What follows belongs to an exercise in optimizing a design on an open flow for small area, a short achievable clock period and few clock cycles; a production flow would make more cautious choices.
In this exercise RTL edits were held to simulation tests only and were not proved equivalent to the original.
Power and IR drop assume default switching activity.

<file path="flow/run.sh">
#!/bin/bash
# synth_recipe.tcl (not shown) runs the flow's synth.tcl, then flattens the netlist and writes it again
# the make line also repeats each setting of config.mk as NAME=value (left out here)
make -C /OpenROAD-flow-scripts/flow DESIGN_CONFIG=/design/flow/config.mk WORK_HOME=/design/flow/orfs CLKGATE_MAP_FILE= SYNTH_SCRIPT=/design/flow/synth_recipe.tcl finish
</file>
<file path="flow/config.mk">
export PLATFORM = sky130hd
export DESIGN_NAME = sequence_hamming_window_matcher_top
export DESIGN_NICKNAME = sequence_hamming_window_matcher_top
export VERILOG_FILES = /design/flow/design.v
export SDC_FILE = /design/flow/constraint.sdc
export NUM_CORES = 4
export LEC_CHECK = 0
export CAP_MARGIN = 20
export CELL_PAD_IN_SITES_DETAIL_PLACEMENT = 1
export CELL_PAD_IN_SITES_GLOBAL_PLACEMENT = 2
export CORE_MARGIN = 2
export CORE_UTILIZATION = 30
export PLACE_DENSITY = 0.45
export SLEW_MARGIN = 20
</file>
<file path="flow/constraint.sdc">
create_clock -name core_clock -period 10.0 [get_ports {i_clk}]
set_input_delay 2.0000 -clock core_clock [delete_from_list [all_inputs] [get_ports {i_clk}]]
set_output_delay 2.0000 -clock core_clock [all_outputs]
set_load 0.01 [all_outputs]
</file>
<file path="flow/design.v">
package shwm_pkg;
    localparam int MAP_DEPTH_DEF  = 64;
    localparam int WINDOW_MAX_DEF = 16;
    localparam int DESC_BITS_DEF  = 64;
    localparam int ACTION_W = 2;
    localparam int INDEX_W  = 6;
    localparam int DESC_W   = 64;
    localparam int SHIFT_W  = 6;
    localparam int DIST_W   = 11;
    localparam int DIST_MAX = 2047;
    localparam int CFG_IDX_W  = 2;
    localparam int CFG_DATA_W = 11;
    localparam int WLEN_W     = 5;
    localparam int MLEN_W     = 7;
    localparam int THR_W      = 11;
    localparam logic [CFG_IDX_W-1:0] CFG_WINDOW_LENGTH   = 2'd0;
    localparam logic [CFG_IDX_W-1:0] CFG_MAP_LENGTH      = 2'd1;
    localparam logic [CFG_IDX_W-1:0] CFG_MATCH_THRESHOLD = 2'd2;
    localparam logic [WLEN_W-1:0] WLEN_RESET = 5'd8;
    localparam logic [MLEN_W-1:0] MLEN_RESET = 7'd64;
    localparam logic [THR_W-1:0]  THR_RESET  = 11'd0;
    localparam logic [ACTION_W-1:0] ACT_LOAD  = 2'd0;
    localparam logic [ACTION_W-1:0] ACT_TEST  = 2'd1;
    localparam logic [ACTION_W-1:0] ACT_CLEAR = 2'd2;
    typedef struct packed {
        logic [ACTION_W-1:0] action;
        logic [INDEX_W-1:0]  map_index;
        logic [DESC_W-1:0]   descriptor;
    } t_in_beat;
    typedef struct packed {
        logic [SHIFT_W-1:0] shift;
        logic [DIST_W-1:0]  distance;
        logic               is_match;
        logic               last;
    } t_out_beat;
    typedef struct packed {
        logic map_wr;         
        logic win_push;       
        logic op_valid;       
        logic op_incr;        
        logic op_first;       
        logic op_last;        
        logic op_item_last;   
    } t_cmd;
    typedef struct packed {
        logic pipe_busy;      
        logic room;           
    } t_status;
endpackage
import shwm_pkg::*;
module shwm_ctrl #(
    parameter int MAP_DEPTH  = shwm_pkg::MAP_DEPTH_DEF,
    parameter int WINDOW_MAX = shwm_pkg::WINDOW_MAX_DEF
) (
    input  logic                              i_clk,
    input  logic                              i_rst_n,
    input  logic                              i_in_valid,
    output logic                              o_in_stall,
    input  logic [shwm_pkg::ACTION_W-1:0]     i_action,
    input  logic [shwm_pkg::INDEX_W-1:0]      i_map_index,
    input  logic                              i_cfg_we,
    input  logic [shwm_pkg::CFG_IDX_W-1:0]    i_cfg_idx,
    input  logic [shwm_pkg::CFG_DATA_W-1:0]   i_cfg_wdata,
    input  shwm_pkg::t_status                 i_status,
    output shwm_pkg::t_cmd                    o_cmd,
    output logic [$clog2(MAP_DEPTH)-1:0]      o_map_a,
    output logic [$clog2(MAP_DEPTH)-1:0]      o_map_b,
    output logic [$clog2(WINDOW_MAX+1)-1:0]   o_win_sel,
    output logic [$clog2(MAP_DEPTH)-1:0]      o_shift,
    output logic [shwm_pkg::THR_W-1:0]        o_threshold
);
    localparam int AW  = $clog2(MAP_DEPTH);
    localparam int WSW = $clog2(WINDOW_MAX + 1);
    localparam int MW  = $clog2(MAP_DEPTH + 1);
    localparam int KW  = (WINDOW_MAX > 1) ? $clog2(WINDOW_MAX) : 1;
    typedef enum logic {ST_IDLE, ST_RUN} t_state;
    t_state              r_state;
    logic [WLEN_W-1:0]   r_wlen;
    logic [MLEN_W-1:0]   r_mlen;
    logic [THR_W-1:0]    r_thr;
    logic [WSW-1:0]      r_fill;
    logic                r_sums_valid;
    logic                r_incr;
    logic [WSW-1:0]      r_len;
    logic [AW-1:0]       r_s;
    logic [AW-1:0]       r_last_s;
    logic [KW-1:0]       r_k;
    logic [WSW-1:0]      elen;
    logic [MW-1:0]       emap;
    logic [WSW-1:0]      n_fill;
    logic                accept;
    logic                direct;
    logic                issue;
    always_comb begin
        if (r_wlen == '0) begin
            elen = WSW'(1);
        end else if (int'(r_wlen) > WINDOW_MAX) begin
            elen = WSW'(WINDOW_MAX);
        end else begin
            elen = WSW'(r_wlen);
        end
        if (r_mlen == '0) begin
            emap = MW'(1);
        end else if (int'(r_mlen) > MAP_DEPTH) begin
            emap = MW'(MAP_DEPTH);
        end else begin
            emap = MW'(r_mlen);
        end
        n_fill = (r_fill >= elen) ? elen : WSW'(int'(r_fill) + 1);
    end
    assign o_in_stall = (r_state != ST_IDLE) || i_status.pipe_busy;
    assign accept     = i_in_valid && !o_in_stall;
    always_comb begin
        direct = !r_incr || (r_s == '0);
        o_cmd  = '0;
        o_cmd.map_wr   = accept && (i_action == ACT_LOAD) && (int'(i_map_index) < MAP_DEPTH);
        o_cmd.win_push = accept && (i_action == ACT_TEST);
        o_map_b   = AW'(int'(r_s) - 1);
        o_shift   = r_s;
        if (direct) begin
            o_map_a        = AW'(int'(r_s) + int'(r_k));
            o_win_sel      = WSW'(int'(r_len) - 1 - int'(r_k));
            o_cmd.op_incr  = 1'b0;
            o_cmd.op_first = (r_k == '0);
            o_cmd.op_last  = (int'(r_k) == int'(r_len) - 1);
        end else begin
            o_map_a        = AW'(int'(r_s) + int'(r_len) - 1);
            o_win_sel      = r_len;
            o_cmd.op_incr  = 1'b1;
            o_cmd.op_first = 1'b1;
            o_cmd.op_last  = 1'b1;
        end
        o_cmd.op_item_last = o_cmd.op_last && (r_s == r_last_s);
        issue              = (r_state == ST_RUN) && (!o_cmd.op_last || i_status.room);
        o_cmd.op_valid     = issue;
        o_threshold        = r_thr;
    end
    always_ff @(posedge i_clk) begin
        if (!i_rst_n) begin
            r_state      <= ST_IDLE;
            r_wlen       <= WLEN_RESET;
            r_mlen       <= MLEN_RESET;
            r_thr        <= THR_RESET;
            r_fill       <= '0;
            r_sums_valid <= 1'b0;
            r_incr       <= 1'b0;
            r_len        <= '0;
            r_s          <= '0;
            r_last_s     <= '0;
            r_k          <= '0;
        end else begin
            unique case (r_state)
                ST_IDLE: begin
                    if (accept) begin
                        unique case (i_action)
                            ACT_LOAD: begin
                                if (int'(i_map_index) < MAP_DEPTH) begin
                                    r_sums_valid <= 1'b0;
                                end
                            end
                            ACT_TEST: begin
                                r_fill <= n_fill;
                                if (n_fill == elen) begin
                                    if (int'(emap) < int'(elen)) begin
                                        r_sums_valid <= 1'b0;
                                    end else begin
                                        r_state  <= ST_RUN;
                                        r_s      <= '0;
                                        r_k      <= '0;
                                        r_len    <= elen;
                                        r_last_s <= AW'(int'(emap) - int'(elen));
                                        r_incr   <= r_sums_valid;
                                    end
                                end
                            end
                            ACT_CLEAR: begin
                                r_fill       <= '0;
                                r_sums_valid <= 1'b0;
                            end
                            default: ;
                        endcase
                    end
                end
                ST_RUN: begin
                    if (issue) begin
                        if (o_cmd.op_last) begin
                            r_k <= '0;
                            if (o_cmd.op_item_last) begin
                                r_state      <= ST_IDLE;
                                r_sums_valid <= 1'b1;
                            end else begin
                                r_s <= AW'(int'(r_s) + 1);
                            end
                        end else begin
                            r_k <= KW'(int'(r_k) + 1);
                        end
                    end
                end
                default: r_state <= ST_IDLE;
            endcase
            if (i_cfg_we) begin
                unique case (i_cfg_idx)
                    CFG_WINDOW_LENGTH: begin
                        r_wlen       <= i_cfg_wdata[WLEN_W-1:0];
                        r_fill       <= '0;
                        r_sums_valid <= 1'b0;
                    end
                    CFG_MAP_LENGTH: begin
                        r_mlen       <= i_cfg_wdata[MLEN_W-1:0];
                        r_sums_valid <= 1'b0;
                    end
                    CFG_MATCH_THRESHOLD: begin
                        r_thr <= i_cfg_wdata[THR_W-1:0];
                    end
                    default: ;
                endcase
            end
        end
    end
endmodule
import shwm_pkg::*;
module shwm_datapath #(
    parameter int MAP_DEPTH  = shwm_pkg::MAP_DEPTH_DEF,
    parameter int WINDOW_MAX = shwm_pkg::WINDOW_MAX_DEF,
    parameter int DESC_BITS  = shwm_pkg::DESC_BITS_DEF
) (
    input  logic                              i_clk,
    input  logic                              i_rst_n,
    input  shwm_pkg::t_cmd                    i_cmd,
    input  logic [$clog2(MAP_DEPTH)-1:0]      i_map_a,
    input  logic [$clog2(MAP_DEPTH)-1:0]      i_map_b,
    input  logic [$clog2(WINDOW_MAX+1)-1:0]   i_win_sel,
    input  logic [$clog2(MAP_DEPTH)-1:0]      i_shift,
    input  logic [shwm_pkg::THR_W-1:0]        i_threshold,
    input  logic [shwm_pkg::INDEX_W-1:0]      i_map_index,
    input  logic [shwm_pkg::DESC_W-1:0]       i_descriptor,
    output shwm_pkg::t_status                 o_status,
    output logic                              o_out_valid,
    input  logic                              i_out_stall,
    output shwm_pkg::t_out_beat               o_out
);
    localparam int AW         = $clog2(MAP_DEPTH);
    localparam int SUM_W      = $clog2(WINDOW_MAX * DESC_BITS + 1);
    localparam int SW1        = SUM_W + 1;
    localparam int PW         = $clog2(DESC_BITS + 1);
    localparam int FIFO_DEPTH = 4;
    localparam int FPW        = $clog2(FIFO_DEPTH);
    localparam int FCW        = $clog2(FIFO_DEPTH + 1);
    function automatic logic [PW-1:0] f_popcount(input logic [DESC_BITS-1:0] v);
        logic [PW-1:0] n;
        n = '0;
        for (int i = 0; i < DESC_BITS; i++) begin
            n = n + PW'(v[i]);
        end
        f_popcount = n;
    endfunction
    logic [DESC_BITS-1:0] r_map  [0:MAP_DEPTH-1];
    logic [DESC_BITS-1:0] r_win  [0:WINDOW_MAX];
    logic [SUM_W-1:0]     r_prev [0:2*MAP_DEPTH-1];
    logic                 r_bank;
    logic                 r_p1_valid;
    logic                 r_p1_incr;
    logic                 r_p1_first;
    logic                 r_p1_last;
    logic                 r_p1_item_last;
    logic [AW-1:0]        r_p1_shift;
    logic [DESC_BITS-1:0] r_rd_a;
    logic [DESC_BITS-1:0] r_rd_b;
    logic [DESC_BITS-1:0] r_w_var;
    logic [DESC_BITS-1:0] r_w_new;
    logic [SUM_W-1:0]     r_prev_q;
    logic                 r_p2_valid;
    logic                 r_p2_incr;
    logic                 r_p2_first;
    logic                 r_p2_last;
    logic                 r_p2_item_last;
    logic [AW-1:0]        r_p2_shift;
    logic [PW-1:0]        r_pop_a;
    logic [PW-1:0]        r_pop_b;
    logic [SUM_W-1:0]     r_prev2;
    logic [SUM_W-1:0]     r_acc;
    logic [SUM_W-1:0]     n_sum;
    shwm_pkg::t_out_beat            n_beat;
    logic [SHIFT_W+DIST_W+1:0]      r_fifo [0:FIFO_DEPTH-1];
    logic [FPW-1:0]       r_wr_ptr;
    logic [FPW-1:0]       r_rd_ptr;
    logic [FCW-1:0]       r_cnt;
    logic                 push;
    logic                 pop;
    always_ff @(posedge i_clk) begin
        if (i_cmd.map_wr) begin
            r_map[i_map_index[AW-1:0]] <= i_descriptor[DESC_BITS-1:0];
        end
        r_rd_a <= r_map[i_map_a];
        r_rd_b <= r_map[i_map_b];
    end
    always_ff @(posedge i_clk) begin
        if (i_cmd.win_push) begin
            r_win[0] <= i_descriptor[DESC_BITS-1:0];
            for (int i = 1; i <= WINDOW_MAX; i++) begin
                r_win[i] <= r_win[i-1];
            end
        end
        r_w_var <= r_win[i_win_sel];
        r_w_new <= r_win[0];
    end
    always_ff @(posedge i_clk) begin
        if (r_p2_valid && r_p2_last) begin
            r_prev[{~r_bank, r_p2_shift}] <= n_sum;
        end
        r_prev_q <= r_prev[{r_bank, i_map_b}];
    end
    always_ff @(posedge i_clk) begin
        r_pop_a <= f_popcount((r_p1_incr ? r_w_new : r_w_var) ^ r_rd_a);
        r_pop_b <= f_popcount(r_w_var ^ r_rd_b);
        r_prev2 <= r_prev_q;
        if (r_p2_valid) begin
            r_acc <= n_sum;
        end
    end
    always_comb begin
        if (r_p2_incr) begin
            n_sum = SUM_W'(({1'b0, r_prev2} + SW1'(r_pop_a)) - SW1'(r_pop_b));
        end else begin
            n_sum = (r_p2_first ? '0 : r_acc) + SUM_W'(r_pop_a);
        end
        n_beat.shift    = SHIFT_W'(r_p2_shift);
        n_beat.distance = (int'(n_sum) > DIST_MAX) ? DIST_W'(DIST_MAX) : DIST_W'(n_sum);
        n_beat.is_match = int'(n_sum) < int'(i_threshold);
        n_beat.last     = r_p2_item_last;
    end
    always_ff @(posedge i_clk) begin
        if (!i_rst_n) begin
            r_p1_valid <= 1'b0;
            r_p2_valid <= 1'b0;
            r_bank     <= 1'b0;
        end else begin
            r_p1_valid <= i_cmd.op_valid;
            r_p2_valid <= r_p1_valid;
            if (r_p2_valid && r_p2_item_last) begin
                r_bank <= ~r_bank;
            end
        end
    end
    always_ff @(posedge i_clk) begin
        r_p1_incr      <= i_cmd.op_incr;
        r_p1_first     <= i_cmd.op_first;
        r_p1_last      <= i_cmd.op_last;
        r_p1_item_last <= i_cmd.op_item_last;
        r_p1_shift     <= i_shift;
        r_p2_incr      <= r_p1_incr;
        r_p2_first     <= r_p1_first;
        r_p2_last      <= r_p1_last;
        r_p2_item_last <= r_p1_item_last;
        r_p2_shift     <= r_p1_shift;
    end
    assign push        = r_p2_valid && r_p2_last;
    assign o_out_valid = (r_cnt != '0);
    assign pop         = o_out_valid && !i_out_stall;
    assign o_out       = r_fifo[r_rd_ptr];
    always_ff @(posedge i_clk) begin
        if (push) begin
            r_fifo[r_wr_ptr] <= n_beat;
        end
    end
    always_ff @(posedge i_clk) begin
        if (!i_rst_n) begin
            r_wr_ptr <= '0;
            r_rd_ptr <= '0;
            r_cnt    <= '0;
        end else begin
            if (push) begin
                r_wr_ptr <= FPW'(int'(r_wr_ptr) + 1);
            end
            if (pop) begin
                r_rd_ptr <= FPW'(int'(r_rd_ptr) + 1);
            end
            r_cnt <= FCW'(int'(r_cnt) + int'(push) - int'(pop));
        end
    end
    always_comb begin
        o_status.pipe_busy = r_p1_valid || r_p2_valid;
        o_status.room      = (int'(r_cnt) + int'(r_p1_valid && r_p1_last)
                              + int'(r_p2_valid && r_p2_last)) < FIFO_DEPTH;
    end
endmodule
import shwm_pkg::*;
module sequence_hamming_window_matcher_top #(
    parameter int MAP_DEPTH  = shwm_pkg::MAP_DEPTH_DEF,
    parameter int WINDOW_MAX = shwm_pkg::WINDOW_MAX_DEF,
    parameter int DESC_BITS  = shwm_pkg::DESC_BITS_DEF
) (
    input  logic                              i_clk,
    input  logic                              i_rst_n,
    input  logic                              i_in_valid,
    output logic                              o_in_stall,
    input  shwm_pkg::t_in_beat                i_in,
    output logic                              o_out_valid,
    input  logic                              i_out_stall,
    output shwm_pkg::t_out_beat               o_out,
    input  logic                              i_cfg_we,
    input  logic [shwm_pkg::CFG_IDX_W-1:0]    i_cfg_idx,
    input  logic [shwm_pkg::CFG_DATA_W-1:0]   i_cfg_wdata
);
    localparam int AW  = $clog2(MAP_DEPTH);
    localparam int WSW = $clog2(WINDOW_MAX + 1);
    shwm_pkg::t_cmd              cmd;
    shwm_pkg::t_status           status;
    logic [AW-1:0]     map_a;
    logic [AW-1:0]     map_b;
    logic [WSW-1:0]    win_sel;
    logic [AW-1:0]     shift;
    logic [THR_W-1:0]  threshold;
    shwm_ctrl #(
        .MAP_DEPTH  (MAP_DEPTH),
        .WINDOW_MAX (WINDOW_MAX)
    ) u_ctrl (
        .i_clk       (i_clk),
        .i_rst_n     (i_rst_n),
        .i_in_valid  (i_in_valid),
        .o_in_stall  (o_in_stall),
        .i_action    (i_in.action),
        .i_map_index (i_in.map_index),
        .i_cfg_we    (i_cfg_we),
        .i_cfg_idx   (i_cfg_idx),
        .i_cfg_wdata (i_cfg_wdata),
        .i_status    (status),
        .o_cmd       (cmd),
        .o_map_a     (map_a),
        .o_map_b     (map_b),
        .o_win_sel   (win_sel),
        .o_shift     (shift),
        .o_threshold (threshold)
    );
    shwm_datapath #(
        .MAP_DEPTH  (MAP_DEPTH),
        .WINDOW_MAX (WINDOW_MAX),
        .DESC_BITS  (DESC_BITS)
    ) u_datapath (
        .i_clk        (i_clk),
        .i_rst_n      (i_rst_n),
        .i_cmd        (cmd),
        .i_map_a      (map_a),
        .i_map_b      (map_b),
        .i_win_sel    (win_sel),
        .i_shift      (shift),
        .i_threshold  (threshold),
        .i_map_index  (i_in.map_index),
        .i_descriptor (i_in.descriptor),
        .o_status     (status),
        .o_out_valid  (o_out_valid),
        .i_out_stall  (i_out_stall),
        .o_out        (o_out)
    );
endmodule
</file>
==> results.txt <==
==> cell usage in the layout, fill, tap and decap left out, drive strengths merged, types with 38 or more instances in the layout <==
cell           count
edfxtp          6679
mux4            2785
nand2           1113
clkbuf          1089
buf              726
a22oi            454
dfxtp            376
clkinv           329
nor2             284
mux2i            230
inv              224
a22o             148
a21oi            133
fa               121
diode            106
ha               106
xnor2            106
a31oi             91
xor2              85
nor3              81
a222oi            78
bufinv            74
o22ai             67
a2111oi           67
and3              67
a221oi            61
nand4b            59
clkdlybuf4s50     46
nand3             40
o21ai             38
==> registers in the layout, indices dropped and copies added, names as in the netlist, 6 cells and up, named ones only <==
signal                 flops
u_datapath.r_prev       1408
u_datapath.r_acc          11
u_datapath.r_rd_a         64
u_datapath.r_rd_b         64
u_ctrl.r_mlen              7
u_datapath.r_map        4096
u_datapath.r_win        1088
u_datapath.r_p2_shift      6
u_datapath.r_prev_q       11
u_datapath.r_w_var        64
u_datapath.r_p1_shift      6
u_datapath.r_w_new        64
u_datapath.r_fifo         76
u_ctrl.r_s                 6
u_datapath.r_prev2        11
u_datapath.r_pop_b         7
u_ctrl.r_thr              11
u_datapath.r_pop_a         7
u_ctrl.r_last_s            6
==> per-stage QoR <==
| step | hold WS, ns | setup WS [ns] | instances |
|---|---|---|---|
| 2_1_floorplan | 0.3096 | -9.115 | 14810 |
| 3_3_place_gp | 0.3176 | 1.861 | 27860 |
| 3_5_place_dp | 0.3153 | 2.257 | 27880 |
| 4_1_cts | 0.3299 | 2.258 | 29420 |
| 5_1_grt | 0.3381 | 1.990 | 29470 |
| 6_report | 0.3260 | 2.313 | 29530 |
==> per-layer routing <==
metal | up-vias | wire [um] | part of all wire, % | GRT usage (%)
li1 | 64240 | - | - | -
met5 | - | 314 | 0.025 | 0
met3 | 1556 | 85000 | 6.8 | 4.535
met4 | 46 | 38730 | 3.1 | 6.866
met2 | 7414 | 596000 | 48 | 39.52
met1 | 95850 | 534300 | 43 | 33.42
==> kinds of logic after synthesis <==
family | Yosys count | share of synthesized area [%]
buffers and inverters | 1218 | 1.680
flip-flops | 7055 | 68.98
XOR/XNOR | 192 | 0.5620
AO/OA/AOI/OAI | 1299 | 3.336
AND/OR/NAND/NOR | 1784 | 2.565
adder cells (fa/ha/maj) | 227 | 1.243
multiplexers | 3035 | 21.63
==> worst max-delay path, stage by stage, from the launching register on <==
cell and delay (ns):
dfxtp_4 0.85, buf_12 0.33, mux2i_1 0.29, xnor2_1 0.18, fa_1 0.51, fa_1 0.54
inv_1 0.08, fa_1 0.50, fa_1 0.52, inv_1 0.06, fa_1 0.52, fa_1 0.51
inv_1 0.06, fa_1 0.47, inv_1 0.05, fa_1 0.47, inv_1 0.05, fa_1 0.42
fa_1 0.49, nor2b_1 0.12, o21ai_0 0.11, nand2b_1 0.13, a21o_1 0.13, a21o_1 0.11
==> where the power goes <==
group          leakage (nW)  internal [mW]  switching, mW  total [mW]
clock                  13.2           17.8           12.8        30.7
combinational          30.7           3.07           4.96        8.04
sequential             63.6           33.2          0.222        33.4
==> final timing paths <==
check,from,end,slack (ns),cells after the start
worst max-delay path,u_datapath.r_p1_incr,u_datapath.r_pop_a[6],2.31,23
worst min-delay path,u_datapath.r_p1_first,u_datapath.r_p2_first,0.33,0
worst max register to register,u_datapath.r_p1_incr,u_datapath.r_pop_a[6],2.31,23
worst min register to register,u_datapath.r_p1_first,u_datapath.r_p2_first,0.33,0
==> final cells by class <==
type	instances	area (um2)	area share, %
Antenna cell	106	265.3	0.07572
Clock buffer	1089	22640	6.463
Clock inverter	449	4487	1.281
Inverter	202	762.0	0.2175
Multi-Input combinational cell	6537	89760	25.62
Sequential cell	7055	208100	59.41
Tap cell	13320	16670	4.757
Timing Repair Buffer	772	7627	2.177
==> results.sh <==
export IMPL_status="finished clean"
export IMPL_placement_io_buffers=110
export IMPL_cts_hold_buffers=0
export IMPL_dieArea_mm2=1.014
export IMPL_period_minus_slack_ns=7.687
export IMPL_root_buffer="clkbuf_16"
export IMPL_cts_buffers=839
export IMPL_cp_arrival_ns=8.71
export IMPL_vdd_drop_max_uv=735.0
export IMPL_async_reset_ff_share_pct=0
export IMPL_clkSlewWorstSetupHoldPaths_ns=0.06
export IMPL_synth_common_cells="edfxtp_1 (6679), mux4_2 (2785), nand2_1 (1113)"
export IMPL_cts_tree="yes"
export IMPL_placed_cell_area_mm2=0.3226
export IMPL_required_ns=11.02
export IMPL_synth_distinct_cells=87
export IMPL_avgRoutedWirePerCell_um=42.48
export IMPL_total_power_mw=72.14
export IMPL_fin_area_mm2=0.3503
export IMPL_rsz0062_at_grt="no"
export IMPL_grt_max_degree=215
export IMPL_row_count=368
export IMPL_dp_hpwl_um=743000
export IMPL_cts_resized=0
export IMPL_slew_headroom_pct=6.205
export IMPL_post_cts_buffers=0
export IMPL_crit_type="flip-flop to flip-flop"
export IMPL_ys_ff_latch=7055
export IMPL_syn_num_nets=15130
export IMPL_post_route_util_pct=34.92
export IMPL_hold_class="flip-flop to flip-flop"
export IMPL_power_density_mw_per_mm2=205.9
export IMPL_skew_ns=0.07681
export IMPL_cap_violations=0
export IMPL_dr_pass1_iters=8
export IMPL_area_growth_pct=16.13
export IMPL_synth_ff_type="edfxtp_1"
export IMPL_grt_pass1_vias=175900
export IMPL_nets=15720
export IMPL_yosysWarnings=3
export IMPL_fmaxAchievable_mhz=130.1
export IMPL_drv_slew=0
export IMPL_wl_um=1254000
export IMPL_final_hold_violation_count=0
export IMPL_routabilityCongestion=0.7941
export IMPL_synthDominantCellAreaShare_pct=66.49
export IMPL_synthCells=14810
export IMPL_via_count=169100
export IMPL_clock_latency_ns=1.15
export IMPL_end_kind="flip-flop"
export IMPL_ys_seq_area_share_pct=68.98
export IMPL_die_x_um=1007
export IMPL_setup_tns_ns=0
export IMPL_grt_pass1_wl_um=1673000
export IMPL_die_h_um=1007
export IMPL_top_level_ports=111
export IMPL_worst_pin_slew_ns=1.407
export IMPL_p_leak_nw=107.5
export IMPL_clock_sinks=7055
export IMPL_drive_above_1_share_pct=30.70
export IMPL_grt_ovfl_total=0
export IMPL_synth_area_leaders="edfxtp_1 (66%), mux4_2 (21%), dfxtp_1 (2.5%)"
export IMPL_cts_max_level=6
export IMPL_drc=0
export IMPL_start_kind="flip-flop"
export IMPL_antenna_found_initial=173
export IMPL_synth_edff_count=6679
export IMPL_core_area_mm2=1.003
export IMPL_fill_cells=97250
export IMPL_syn_area_mm2=0.3016
export IMPL_start_util_pct=30.07
export IMPL_viasPerCell=5.727
export IMPL_syn_area_per_cell_um2=20.37
export IMPL_drt_initial_drc_count=19600
export IMPL_crit_fanout=38
export IMPL_postRouteAntennaNets=0
export IMPL_track_usage_pct=24.29
export IMPL_synth_most_common_cell="edfxtp_1"
export IMPL_yosysTopAreaCell="edfxtp_1"
export IMPL_ctsLongestPathBuffers=5
export IMPL_min_period_over_period_pct=76.87
export IMPL_setup_viol=0
Testbench counts, summed over its fixed seeds: cycles 72,982.

## separate check: timing with driven ports
The results above use ideal ports. As a check the final layout listed here was re-extracted and re-timed, cells and wires unchanged.
Step 1: set_driving_cell puts a clkbuf_16 on i_clk and a buf_2 on each other input, an assumption about the parent block.
Step 2 times the ports against the registers' clock, not the clock port: input delays grow and output delays shrink by t, the midpoint of the rising clock arrivals with the driver on.
Three values: no drivers, after step 1, after step 2; two values: the first two.
t, ns: 1.253
slack for setup (ns): 2.313 / 2.313 / 2.313
latest minus earliest clock arrival (ns): 0.097 / 0.098
slew at the worst register clock pin (ns): 0.07 / 0.07
worst data-port slew with drivers (ns): 0.32
After both steps setup and hold are still met in this run. The setup slack of this run moves by 0.000 ns with the drivers and by 0.000 ns with both steps.
